What follows belongs to an exercise in optimizing a design on an open flow for small area, a short achievable clock period and few clock cycles per item; a production flow would make more cautious choices. The RTL was checked by simulation tests, not by an equivalence proof against the original design. Power and IR drop assume default switching activity.

**flow/constraint.sdc**
```tcl
create_clock -name core_clock -period 5.0 [get_ports {clk}]
set_input_delay 1.0000 -clock core_clock [delete_from_list [all_inputs] [get_ports {clk}]]
set_output_delay 1.0000 -clock core_clock [all_outputs]
set_load 0.01 [all_outputs]
```
**flow/run.sh**
```bash
#!/bin/bash
# synth_recipe.tcl (not shown) runs the flow's synth.tcl, then flattens the netlist and writes it again
# the make line also repeats each setting of config.mk as NAME=value (left out here)
make -C /OpenROAD-flow-scripts/flow DESIGN_CONFIG=/design/flow/config.mk WORK_HOME=/design/flow/orfs CLKGATE_MAP_FILE= SYNTH_SCRIPT=/design/flow/synth_recipe.tcl finish
```
**flow/design.v**
```verilog
`default_nettype none
module admin_fifo #(
    parameter int WIDTH = 8,
    parameter int DEPTH = 8
) (
    input  wire logic             clk,
    input  wire logic             rst_n,
    input  wire logic             wr_en,
    input  wire logic [WIDTH-1:0] wr_data,
    input  wire logic             rd_en,
    output logic      [WIDTH-1:0] rd_data,
    output logic                  full,
    output logic                  empty
);
    localparam int AW = $clog2(DEPTH);
    logic [WIDTH-1:0] mem [DEPTH];
    logic [AW-1:0]    wr_ptr;
    logic [AW-1:0]    rd_ptr;
    logic [AW:0]      count;
    always_ff @(posedge clk) begin
        if (!rst_n) begin
            wr_ptr <= '0;
            rd_ptr <= '0;
            count  <= '0;
        end else begin
            if (wr_en) begin
                wr_ptr <= wr_ptr + 1'b1;
            end
            if (rd_en) begin
                rd_ptr <= rd_ptr + 1'b1;
            end
            case ({wr_en, rd_en})
                2'b10:   count <= count + 1'b1;
                2'b01:   count <= count - 1'b1;
                default: count <= count;
            endcase
        end
    end
    always_ff @(posedge clk) begin
        if (wr_en) begin
            mem[wr_ptr] <= wr_data;
        end
        if (rd_en) begin
            rd_data <= mem[rd_ptr];
        end
    end
    assign full  = (count == (AW+1)'(DEPTH));
    assign empty = (count == '0);
endmodule
`default_nettype wire
`default_nettype none
module rq_ingress #(
    parameter int FE_CH = 4,
    parameter int MW    = 63
) (
    input  wire logic                clk,
    input  wire logic                rst_n,
    input  wire logic [FE_CH*MW-1:0] fe_rq,
    output logic      [FE_CH-1:0]    fe_rq_ready,
    input  wire logic                full,
    output logic                     wr_en,
    output logic      [MW-1:0]       wr_data
);
    localparam int FE_IDX = $clog2(FE_CH);
    localparam logic [1:0] ST_IDLE    = 2'd0;
    localparam logic [1:0] ST_ENQUEUE = 2'd1;
    logic [1:0]        state;
    logic [1:0]        next_state;
    logic [FE_IDX-1:0] sel;
    logic              any_valid;
    logic              accept;
    logic [MW-1:0]     win;
    always_comb begin
        sel       = '0;
        any_valid = 1'b0;
        for (int i = FE_CH-1; i >= 0; i--) begin
            if (fe_rq[i*MW + MW-1]) begin
                sel       = FE_IDX'(i);
                any_valid = 1'b1;
            end
        end
    end
    assign win = fe_rq[sel*MW +: MW];
    assign accept = (state == ST_IDLE) && !full && any_valid;
    always_comb begin
        fe_rq_ready = '0;
        if (accept) begin
            fe_rq_ready[sel] = 1'b1;
        end
    end
    always_comb begin
        case (state)
            ST_IDLE:    next_state = accept ? ST_ENQUEUE : ST_IDLE;
            ST_ENQUEUE: next_state = ST_IDLE;
            default:    next_state = ST_IDLE;
        endcase
    end
    always_ff @(posedge clk) begin
        if (!rst_n) begin
            state <= ST_IDLE;
        end else begin
            state <= next_state;
        end
    end
    always_ff @(posedge clk) begin
        if (accept) begin
            wr_data <= {1'b1, win[MW-2:FE_IDX], sel};
        end
    end
    assign wr_en = (state == ST_ENQUEUE);
endmodule
`default_nettype wire
`default_nettype none
module rq_egress #(
    parameter int BE_CH = 2,
    parameter int MW    = 63
) (
    input  wire logic                clk,
    input  wire logic                rst_n,
    input  wire logic                empty,
    output logic                     rd_en,
    input  wire logic [MW-1:0]       rd_data,
    output logic      [BE_CH*MW-1:0] be_rq,
    input  wire logic [BE_CH-1:0]    be_rq_ready
);
    localparam int BE_IDX = (BE_CH > 1) ? $clog2(BE_CH) : 1;
    localparam logic [1:0] ST_IDLE    = 2'd0;
    localparam logic [1:0] ST_DEQUEUE = 2'd2;
    logic [1:0]        state;
    logic [1:0]        next_state;
    logic [BE_IDX-1:0] sel;
    logic              any_ready;
    always_comb begin
        sel       = '0;
        any_ready = 1'b0;
        for (int i = BE_CH-1; i >= 0; i--) begin
            if (be_rq_ready[i]) begin
                sel       = BE_IDX'(i);
                any_ready = 1'b1;
            end
        end
    end
    always_comb begin
        case (state)
            ST_IDLE:    next_state = empty ? ST_IDLE : ST_DEQUEUE;
            ST_DEQUEUE: next_state = any_ready ? ST_IDLE : ST_DEQUEUE;
            default:    next_state = ST_IDLE;
        endcase
    end
    always_ff @(posedge clk) begin
        if (!rst_n) begin
            state <= ST_IDLE;
        end else begin
            state <= next_state;
        end
    end
    assign rd_en = (state == ST_IDLE) && !empty;
    always_comb begin
        be_rq = '0;
        if (state == ST_DEQUEUE && any_ready) begin
            be_rq[sel*MW +: MW] = {1'b1, rd_data[MW-2:0]};
        end
    end
endmodule
`default_nettype wire
`default_nettype none
module cp_ingress #(
    parameter int BE_CH = 2,
    parameter int MW    = 57,
    parameter int ID_W  = 12
) (
    input  wire logic                clk,
    input  wire logic                rst_n,
    input  wire logic [BE_CH*MW-1:0] be_cp,
    output logic      [BE_CH-1:0]    be_cp_ready,
    input  wire logic                full,
    output logic                     wr_en,
    output logic      [MW-1:0]       wr_data
);
    localparam int BE_IDX = (BE_CH > 1) ? $clog2(BE_CH) : 1;
    localparam logic [1:0] ST_IDLE    = 2'd0;
    localparam logic [1:0] ST_ENQUEUE = 2'd1;
    logic [1:0]        state;
    logic [1:0]        next_state;
    logic [BE_IDX-1:0] sel;
    logic              any_valid;
    logic              accept;
    logic [MW-1:0]     win;
    always_comb begin
        sel       = '0;
        any_valid = 1'b0;
        for (int i = BE_CH-1; i >= 0; i--) begin
            if (be_cp[i*MW + MW-1]) begin
                sel       = BE_IDX'(i);
                any_valid = 1'b1;
            end
        end
    end
    assign win = be_cp[sel*MW +: MW];
    assign accept = (state == ST_IDLE) && !full && any_valid;
    always_comb begin
        be_cp_ready = '0;
        if (accept) begin
            be_cp_ready[sel] = 1'b1;
        end
    end
    always_comb begin
        case (state)
            ST_IDLE:    next_state = accept ? ST_ENQUEUE : ST_IDLE;
            ST_ENQUEUE: next_state = ST_IDLE;
            default:    next_state = ST_IDLE;
        endcase
    end
    always_ff @(posedge clk) begin
        if (!rst_n) begin
            state <= ST_IDLE;
        end else begin
            state <= next_state;
        end
    end
    always_ff @(posedge clk) begin
        if (accept) begin
            wr_data <= {1'b1, win[MW-2:ID_W], ID_W'(sel)};
        end
    end
    assign wr_en = (state == ST_ENQUEUE);
endmodule
`default_nettype wire
`default_nettype none
module cp_egress #(
    parameter int FE_CH = 4,
    parameter int MW    = 57,
    parameter int ID_W  = 12
) (
    input  wire logic                clk,
    input  wire logic                rst_n,
    input  wire logic                empty,
    output logic                     rd_en,
    input  wire logic [MW-1:0]       rd_data,
    output logic      [FE_CH*MW-1:0] fe_cp,
    input  wire logic [FE_CH-1:0]    fe_cp_ready
);
    localparam int FE_IDX = $clog2(FE_CH);
    localparam logic [1:0] ST_IDLE    = 2'd0;
    localparam logic [1:0] ST_DEQUEUE = 2'd2;
    logic [1:0]        state;
    logic [1:0]        next_state;
    logic [FE_IDX-1:0] target;
    logic              target_ready;
    assign target       = rd_data[ID_W +: FE_IDX];
    assign target_ready = fe_cp_ready[target];
    always_comb begin
        case (state)
            ST_IDLE:    next_state = empty ? ST_IDLE : ST_DEQUEUE;
            ST_DEQUEUE: next_state = target_ready ? ST_IDLE : ST_DEQUEUE;
            default:    next_state = ST_IDLE;
        endcase
    end
    always_ff @(posedge clk) begin
        if (!rst_n) begin
            state <= ST_IDLE;
        end else begin
            state <= next_state;
        end
    end
    assign rd_en = (state == ST_IDLE) && !empty;
    always_comb begin
        fe_cp = '0;
        if (state == ST_DEQUEUE && target_ready) begin
            fe_cp[target*MW +: MW] = {1'b1, rd_data[MW-2:0]};
        end
    end
endmodule
`default_nettype wire
`default_nettype none
module nvme_admin (
    input  wire logic         clk,
    input  wire logic         rst_n,
    input  wire logic [251:0] fe_rq,
    output logic      [3:0]   fe_rq_ready,
    output logic      [227:0] fe_cp,
    input  wire logic [3:0]   fe_cp_ready,
    output logic      [125:0] be_rq,
    input  wire logic [1:0]   be_rq_ready,
    input  wire logic [113:0] be_cp,
    output logic      [1:0]   be_cp_ready
);
    localparam int FE_CH      = 4;
    localparam int BE_CH      = 2;
    localparam int RQ_W       = 63;
    localparam int CP_W       = 57;
    localparam int ID_W       = 12;
    localparam int FIFO_DEPTH = 8;
    logic            rq_wr_en;
    logic [RQ_W-1:0] rq_wr_data;
    logic            rq_full;
    logic            rq_rd_en;
    logic [RQ_W-1:0] rq_rd_data;
    logic            rq_empty;
    logic            cp_wr_en;
    logic [CP_W-1:0] cp_wr_data;
    logic            cp_full;
    logic            cp_rd_en;
    logic [CP_W-1:0] cp_rd_data;
    logic            cp_empty;
    rq_ingress #(
        .FE_CH (FE_CH),
        .MW    (RQ_W)
    ) rq_ingress_inst (
        .clk         (clk),
        .rst_n       (rst_n),
        .fe_rq       (fe_rq),
        .fe_rq_ready (fe_rq_ready),
        .full        (rq_full),
        .wr_en       (rq_wr_en),
        .wr_data     (rq_wr_data)
    );
    admin_fifo #(
        .WIDTH (RQ_W),
        .DEPTH (FIFO_DEPTH)
    ) rq_fifo_inst (
        .clk     (clk),
        .rst_n   (rst_n),
        .wr_en   (rq_wr_en),
        .wr_data (rq_wr_data),
        .rd_en   (rq_rd_en),
        .rd_data (rq_rd_data),
        .full    (rq_full),
        .empty   (rq_empty)
    );
    rq_egress #(
        .BE_CH (BE_CH),
        .MW    (RQ_W)
    ) rq_egress_inst (
        .clk         (clk),
        .rst_n       (rst_n),
        .empty       (rq_empty),
        .rd_en       (rq_rd_en),
        .rd_data     (rq_rd_data),
        .be_rq       (be_rq),
        .be_rq_ready (be_rq_ready)
    );
    cp_ingress #(
        .BE_CH (BE_CH),
        .MW    (CP_W),
        .ID_W  (ID_W)
    ) cp_ingress_inst (
        .clk         (clk),
        .rst_n       (rst_n),
        .be_cp       (be_cp),
        .be_cp_ready (be_cp_ready),
        .full        (cp_full),
        .wr_en       (cp_wr_en),
        .wr_data     (cp_wr_data)
    );
    admin_fifo #(
        .WIDTH (CP_W),
        .DEPTH (FIFO_DEPTH)
    ) cp_fifo_inst (
        .clk     (clk),
        .rst_n   (rst_n),
        .wr_en   (cp_wr_en),
        .wr_data (cp_wr_data),
        .rd_en   (cp_rd_en),
        .rd_data (cp_rd_data),
        .full    (cp_full),
        .empty   (cp_empty)
    );
    cp_egress #(
        .FE_CH (FE_CH),
        .MW    (CP_W),
        .ID_W  (ID_W)
    ) cp_egress_inst (
        .clk         (clk),
        .rst_n       (rst_n),
        .empty       (cp_empty),
        .rd_en       (cp_rd_en),
        .rd_data     (cp_rd_data),
        .fe_cp       (fe_cp),
        .fe_cp_ready (fe_cp_ready)
    );
endmodule
`default_nettype wire
```
**flow/config.mk**
```make
export PLATFORM = sky130hd
export DESIGN_NAME = nvme_admin
export DESIGN_NICKNAME = nvme_admin
export VERILOG_FILES = /design/flow/design.v
export SDC_FILE = /design/flow/constraint.sdc
export NUM_CORES = 4
export LEC_CHECK = 0
export CAP_MARGIN = 20
export CORE_MARGIN = 2
export CORE_UTILIZATION = 40
export SLEW_MARGIN = 20
```
==> summary.txt <==
# TYPE chip_impl_metric gauge
chip_impl_info{name="outcome",value="complete, no violations"} 1
chip_impl_metric{name="clockPowerShare",unit="%"} 29.9
chip_impl_info{name="min_delay_endpoint",value="rq_fifo_inst.count[3]"} 1
chip_impl_metric{name="post_synthesis_cell_type_count",unit=""} 42
chip_impl_metric{name="synthCells",unit=""} 2429
chip_impl_info{name="tritoncts_clock_tree",value="yes"} 1
chip_impl_metric{name="regToRegSetupSlack",unit="ps"} 1960
chip_impl_metric{name="filler_cell_count",unit=""} 9038
chip_impl_metric{name="period_share",unit="%"} 94.26
chip_impl_info{name="crit-reg2reg-launch",value="cp_fifo_inst.count[1]"} 1
chip_impl_metric{name="timing.max_cap.violations",unit=""} 0
chip_impl_metric{name="ys.warnings.count",unit=""} 6
chip_impl_metric{name="cell_count_of_the_worst_reg_to_reg_path",unit=""} 9
chip_impl_metric{name="design.final.nets",unit=""} 3488
chip_impl_metric{name="gr-usage-all-layers",unit="%"} 20.92
chip_impl_metric{name="chipWidth",unit="um"} 339.0
chip_impl_metric{name="grt_max_degree",unit=""} 93
chip_impl_metric{name="min_delay_path_depth",unit=""} 2
chip_impl_metric{name="initial_antenna_violation_count",unit=""} 3
chip_impl_metric{name="clock_sinks",unit=""} 1094
chip_impl_metric{name="achievable-frequency",unit="MHz"} 212.2
chip_impl_metric{name="floorplan.initialDensity",unit="%"} 40.46
chip_impl_metric{name="detail_route.iter0.violations",unit=""} 2165
chip_impl_info{name="end_kind",value="primary output"} 1
chip_impl_metric{name="synth.ff_latch_count",unit=""} 1094
chip_impl_metric{name="cellLeakagePower",unit="nW"} 18.69
chip_impl_metric{name="cts.clk_slew.worst_paths",unit="ps"} 60
chip_impl_metric{name="internal_cell_power",unit="W"} 0.01983
chip_impl_metric{name="ioPinCount",unit=""} 734
chip_impl_metric{name="timing.hold.ws",unit="ps"} 495.2
chip_impl_metric{name="asyncSetResetFlopFracSynth",unit="%"} 0
chip_impl_metric{name="rows",unit=""} 122
chip_impl_info{name="cp_slowest_cell",value="sky130_fd_sc_hd__and4b_2"} 1
chip_impl_metric{name="skew",unit="ps"} 27.06
chip_impl_metric{name="wire_length_of_the_first_global_routing_pass",unit="um"} 176500
chip_impl_metric{name="cts_buffer_depth",unit=""} 3
chip_impl_info{name="final_cell_mix",value="sky130_fd_sc_hd__edfxtp_1 (1,070), sky130_fd_sc_hd__clkdlybuf4s50_1 (652), sky130_fd_sc_hd__mux4_2 (215)"} 1
chip_impl_metric{name="post_drt_via_cell_ratio",unit=""} 5.306
chip_impl_metric{name="cts-buffers-inserted",unit=""} 110
chip_impl_metric{name="max_h_tree_level",unit=""} 3
chip_impl_info{name="min-delay-path-class",value="reg2reg"} 1
chip_impl_metric{name="clock_latency_late_sink",unit="ps"} 690
chip_impl_metric{name="cts_resizes",unit=""} 0
chip_impl_metric{name="floorplan_core_area",unit="sq mm"} 0.1110
chip_impl_metric{name="die-area",unit="sq mm"} 0.1149
chip_impl_info{name="setup.worst_path.start_class",value="primary input"} 1
chip_impl_metric{name="cts.repair_timing.setup_buffer_count",unit=""} 0
chip_impl_metric{name="hpwlAfterDp",unit="um"} 77690
chip_impl_metric{name="place_congestion",unit=""} 0.9285
chip_impl_metric{name="net_load_switching_power",unit="W"} 0.007666
chip_impl_metric{name="netSwitchingFraction",unit="%"} 27.88
chip_impl_info{name="ys_top_cells_by_area",value="sky130_fd_sc_hd__edfxtp_1 (72%), sky130_fd_sc_hd__mux4_2 (11%), sky130_fd_sc_hd__mux2_2 (3.8%)"} 1
chip_impl_metric{name="cp.arrival",unit="ps"} 3710
chip_impl_metric{name="vdd_drop_max",unit="uV"} 247.1
chip_impl_metric{name="worst_ep_required_time",unit="ps"} 4000
chip_impl_metric{name="synth_top_area_share",unit="%"} 71.56
chip_impl_metric{name="num_vias",unit=""} 24851
chip_impl_metric{name="final_antenna_net_count",unit=""} 0
chip_impl_metric{name="flow.area_growth_from_synthesis",unit="%"} 26.78
chip_impl_info{name="startpoint_of_the_most_critical_hold_path",value="rq_fifo_inst.count[3]"} 1
chip_impl_info{name="grt_setup_unrepaired",value="false"} 1
chip_impl_metric{name="wl",unit="um"} 122900
chip_impl_metric{name="critical_path_peak_fanout",unit=""} 44
chip_impl_metric{name="sequentialPowerShare",unit="%"} 48.7
chip_impl_metric{name="post_synth.cell_area_avg",unit="sq um"} 18.48
chip_impl_info{name="cts_root_buffer_type",value="sky130_fd_sc_hd__clkbuf_16"} 1
chip_impl_metric{name="drcViolationCount",unit=""} 0
chip_impl_metric{name="first_global_vias",unit=""} 25981
chip_impl_info{name="crit-reg2reg-capture",value="cp_fifo_inst.count[2]"} 1
chip_impl_metric{name="timing_max_transition_violations_final",unit=""} 0
chip_impl_metric{name="avgRoutedWirePerCell",unit="um"} 26.24
chip_impl_info{name="synthFlopType",value="sky130_fd_sc_hd__edfxtp_1"} 1
chip_impl_metric{name="die_height",unit="um"} 339.0
chip_impl_metric{name="share_comb_of_total_power",unit="%"} 21.4
chip_impl_info{name="layout.cells.most_common",value="sky130_fd_sc_hd__edfxtp_1"} 1
chip_impl_info{name="crit_type",value="in2out"} 1
chip_impl_metric{name="layout.area.seq",unit="sq mm"} 0.03264
chip_impl_metric{name="holdBufCountCts",unit=""} 0
chip_impl_metric{name="multi_input_comb_area",unit="sq mm"} 0.01159
chip_impl_metric{name="tightest_slew",unit="ps"} 1046
chip_impl_metric{name="grt_overflow",unit=""} 0
chip_impl_metric{name="finalHoldViolCount",unit=""} 0
chip_impl_info{name="netlist.top_cell.by_area",value="sky130_fd_sc_hd__edfxtp_1"} 1
chip_impl_metric{name="setup_total_negative_slack",unit="ps"} 0
chip_impl_metric{name="power.density",unit="mW/mm^2"} 483.1
chip_impl_metric{name="synth_edf_count",unit=""} 1070
chip_impl_metric{name="slew_headroom",unit="%"} 30.26
chip_impl_metric{name="synth_area",unit="sq mm"} 0.04490
chip_impl_metric{name="timing.critical_path.buf_inv",unit=""} 2
chip_impl_metric{name="drtPass1Iterations",unit=""} 5
chip_impl_metric{name="synth-seq-area-share",unit="%"} 72.63
chip_impl_metric{name="worst_path_largest_cell_delay",unit="ps"} 940
chip_impl_metric{name="port_buffers",unit=""} 655
chip_impl_info{name="path_delay_family",value="simple AND/OR/NAND/NOR gates"} 1
chip_impl_info{name="timing.critical_path.cells",value="clkdlybuf4s50_1, mux4_2, and2_4, and4b_2, and2_4, clkdlybuf4s50_1"} 1
chip_impl_metric{name="final_report_setup_violation_count",unit=""} 0
chip_impl_metric{name="fin_total_pwr",unit="W"} 0.02750
chip_impl_metric{name="fraction_of_final_layout_cells_with_drive_strength_greater_than_1",unit="%"} 20.73
chip_impl_metric{name="layout_min_cycle_time",unit="ps"} 4713
routing by layer:
layer	GRT usage (%)	part of all wire (%)	vias to the layer above
met5	0	0	-
met4	5.509	2.2	0
met3	3.426	6.3	156
met2	36.30	51	1001
met1	27.30	41	12902
li1	-	-	10792
metrics by stage:
stage | utilization (%) | instances | setup WS, ps | instance area (sq um)
6_report | 51.29 | 4684 | 287.1 | 56920
5_1_grt | 51.29 | 4682 | 69.08 | 56920
4_1_cts | 51.24 | 4680 | 220.9 | 56860
3_5_place_dp | 47.95 | 4473 | 268.0 | 53220
3_3_place_gp | 47.95 | 4473 | 347.1 | 53220
2_1_floorplan | - | 2474 | 79.12 | 45080
synthesized netlist by cell type (6+ instances only):
library cell and n:
sky130_fd_sc_hd__edfxtp_1 1070, sky130_fd_sc_hd__mux4_2 215, sky130_fd_sc_hd__mux2_2 152, sky130_fd_sc_hd__and3_1 68, sky130_fd_sc_hd__nor2b_1 11, sky130_fd_sc_hd__buf_4 55, sky130_fd_sc_hd__nand2_1 64, sky130_fd_sc_hd__dfxtp_1 24
sky130_fd_sc_hd__and2_4 31, sky130_fd_sc_hd__xor2_1 10, sky130_fd_sc_hd__mux2i_1 68, sky130_fd_sc_hd__buf_2 28, sky130_fd_sc_hd__a21oi_1 58, sky130_fd_sc_hd__nand2b_1 31, sky130_fd_sc_hd__nor3_1 6, sky130_fd_sc_hd__clkbuf_1 108
sky130_fd_sc_hd__buf_1 6, sky130_fd_sc_hd__o22ai_1 60, sky130_fd_sc_hd__and2_1 155, sky130_fd_sc_hd__nor2_1 138, sky130_fd_sc_hd__a22oi_1 8, sky130_fd_sc_hd__ha_1 15
state kept, by name (all words and copies together) (netlist names):
signal,cells
cp_fifo_inst.rd_ptr,3
cp_fifo_inst.count,4
cp_fifo_inst.rd_data,45
cp_egress_inst.state,1
cp_fifo_inst.mem,360
rq_egress_inst.state,1
cp_ingress_inst.wr_data,45
cp_fifo_inst.wr_ptr,3
rq_fifo_inst.mem,496
rq_fifo_inst.rd_ptr,3
rq_ingress_inst.state,1
rq_fifo_inst.rd_data,62
cp_ingress_inst.state,1
rq_fifo_inst.wr_ptr,3
rq_ingress_inst.wr_data,62
rq_fifo_inst.count,4
worst register-to-register path: stages, from the launching register on:
cell,delay [ps]
sky130_fd_sc_hd__dfxtp_1,390
sky130_fd_sc_hd__nor4_1,830
sky130_fd_sc_hd__nor2_4,290
sky130_fd_sc_hd__ha_1,360
sky130_fd_sc_hd__xor2_1,170
sky130_fd_sc_hd__ha_1,200
sky130_fd_sc_hd__a21oi_1,150
sky130_fd_sc_hd__xor2_1,110
sky130_fd_sc_hd__or3_1,310
sky130_fd_sc_hd__a21boi_0,160
power groups by stage:
stage	Combinational [W]	Clock [W]	Sequential, W
2_1_floorplan	0.00393	0	0.0128
3_3_place_gp	0.00572	0	0.0136
3_5_place_dp	0.00580	0	0.0137
4_1_cts	0.00584	0.00841	0.0135
5_1_grt	0.00629	0.00876	0.0136
6_report	0.00587	0.00823	0.0134
logic make-up after synthesis:
logic type,count (synthesis),share of synthesized area [%]
flops,1094,72.63
fa+ha+maj,15,0.4180
xor+xnor,14,0.2731
mux,435,16.11
other cells,1,0.008352
simple gates,524,6.384
buf+inv,206,2.344
compound gates,140,1.828
worst max path at each step:
stage / endpoint / slack [ps] / depth (start not counted) / from
after detailed placement: fe_cp[26] / 270 / 6 / fe_cp_ready[3]
after CTS: fe_cp[31] / 220 / 5 / cp_fifo_inst.rd_data[12]
after floorplan: rq_fifo_inst.count[2] / 80 / 9 / rq_fifo_inst.count[1]
final: fe_cp[31] / 290 / 6 / fe_cp_ready[0]
after global placement: fe_cp[32] / 350 / 6 / fe_cp_ready[0]
after global routing: fe_cp[24] / 70 / 5 / cp_fifo_inst.rd_data[12]
layout make-up:
cell class / count / share of cell area, %
multi-input combinational: 1174 / 20.36
inverter: 4 / 0.02638
timing repair buffer: 715 / 12.60
clock buffer: 141 / 5.152
antenna: 2 / 0.008792
sequential: 1094 / 57.33
tap: 1488 / 3.271
clock inverter: 66 / 1.253
Testbench counts, summed over its fixed seeds: cycles 3,576, items 3,072.

what the ideal ports hide:
The results above use ideal ports. As a check the final layout listed here was re-extracted and re-timed, cells and wires unchanged. Step 1, drivers: a clkbuf_16 drives clk and a buf_2 each remaining input, both assumed. Step 2 moves the port delays by t, midway between the first and last clock arrival at a register: inputs arrive t later, outputs are due t later. That takes back most of the time a late clock gives input paths. a / b / c = ideal ports / drivers / drivers and shift; a / b = the first two.
t (ns): 0.740
setup slack, ns: 0.287 / 0.222 / 0.260
worst register clock-pin slew, ns: 0.07 / 0.07
After both steps setup and hold are still met in this run. For this run, drivers alone change the setup slack by -0.065 ns; drivers and shift together by -0.027 ns.
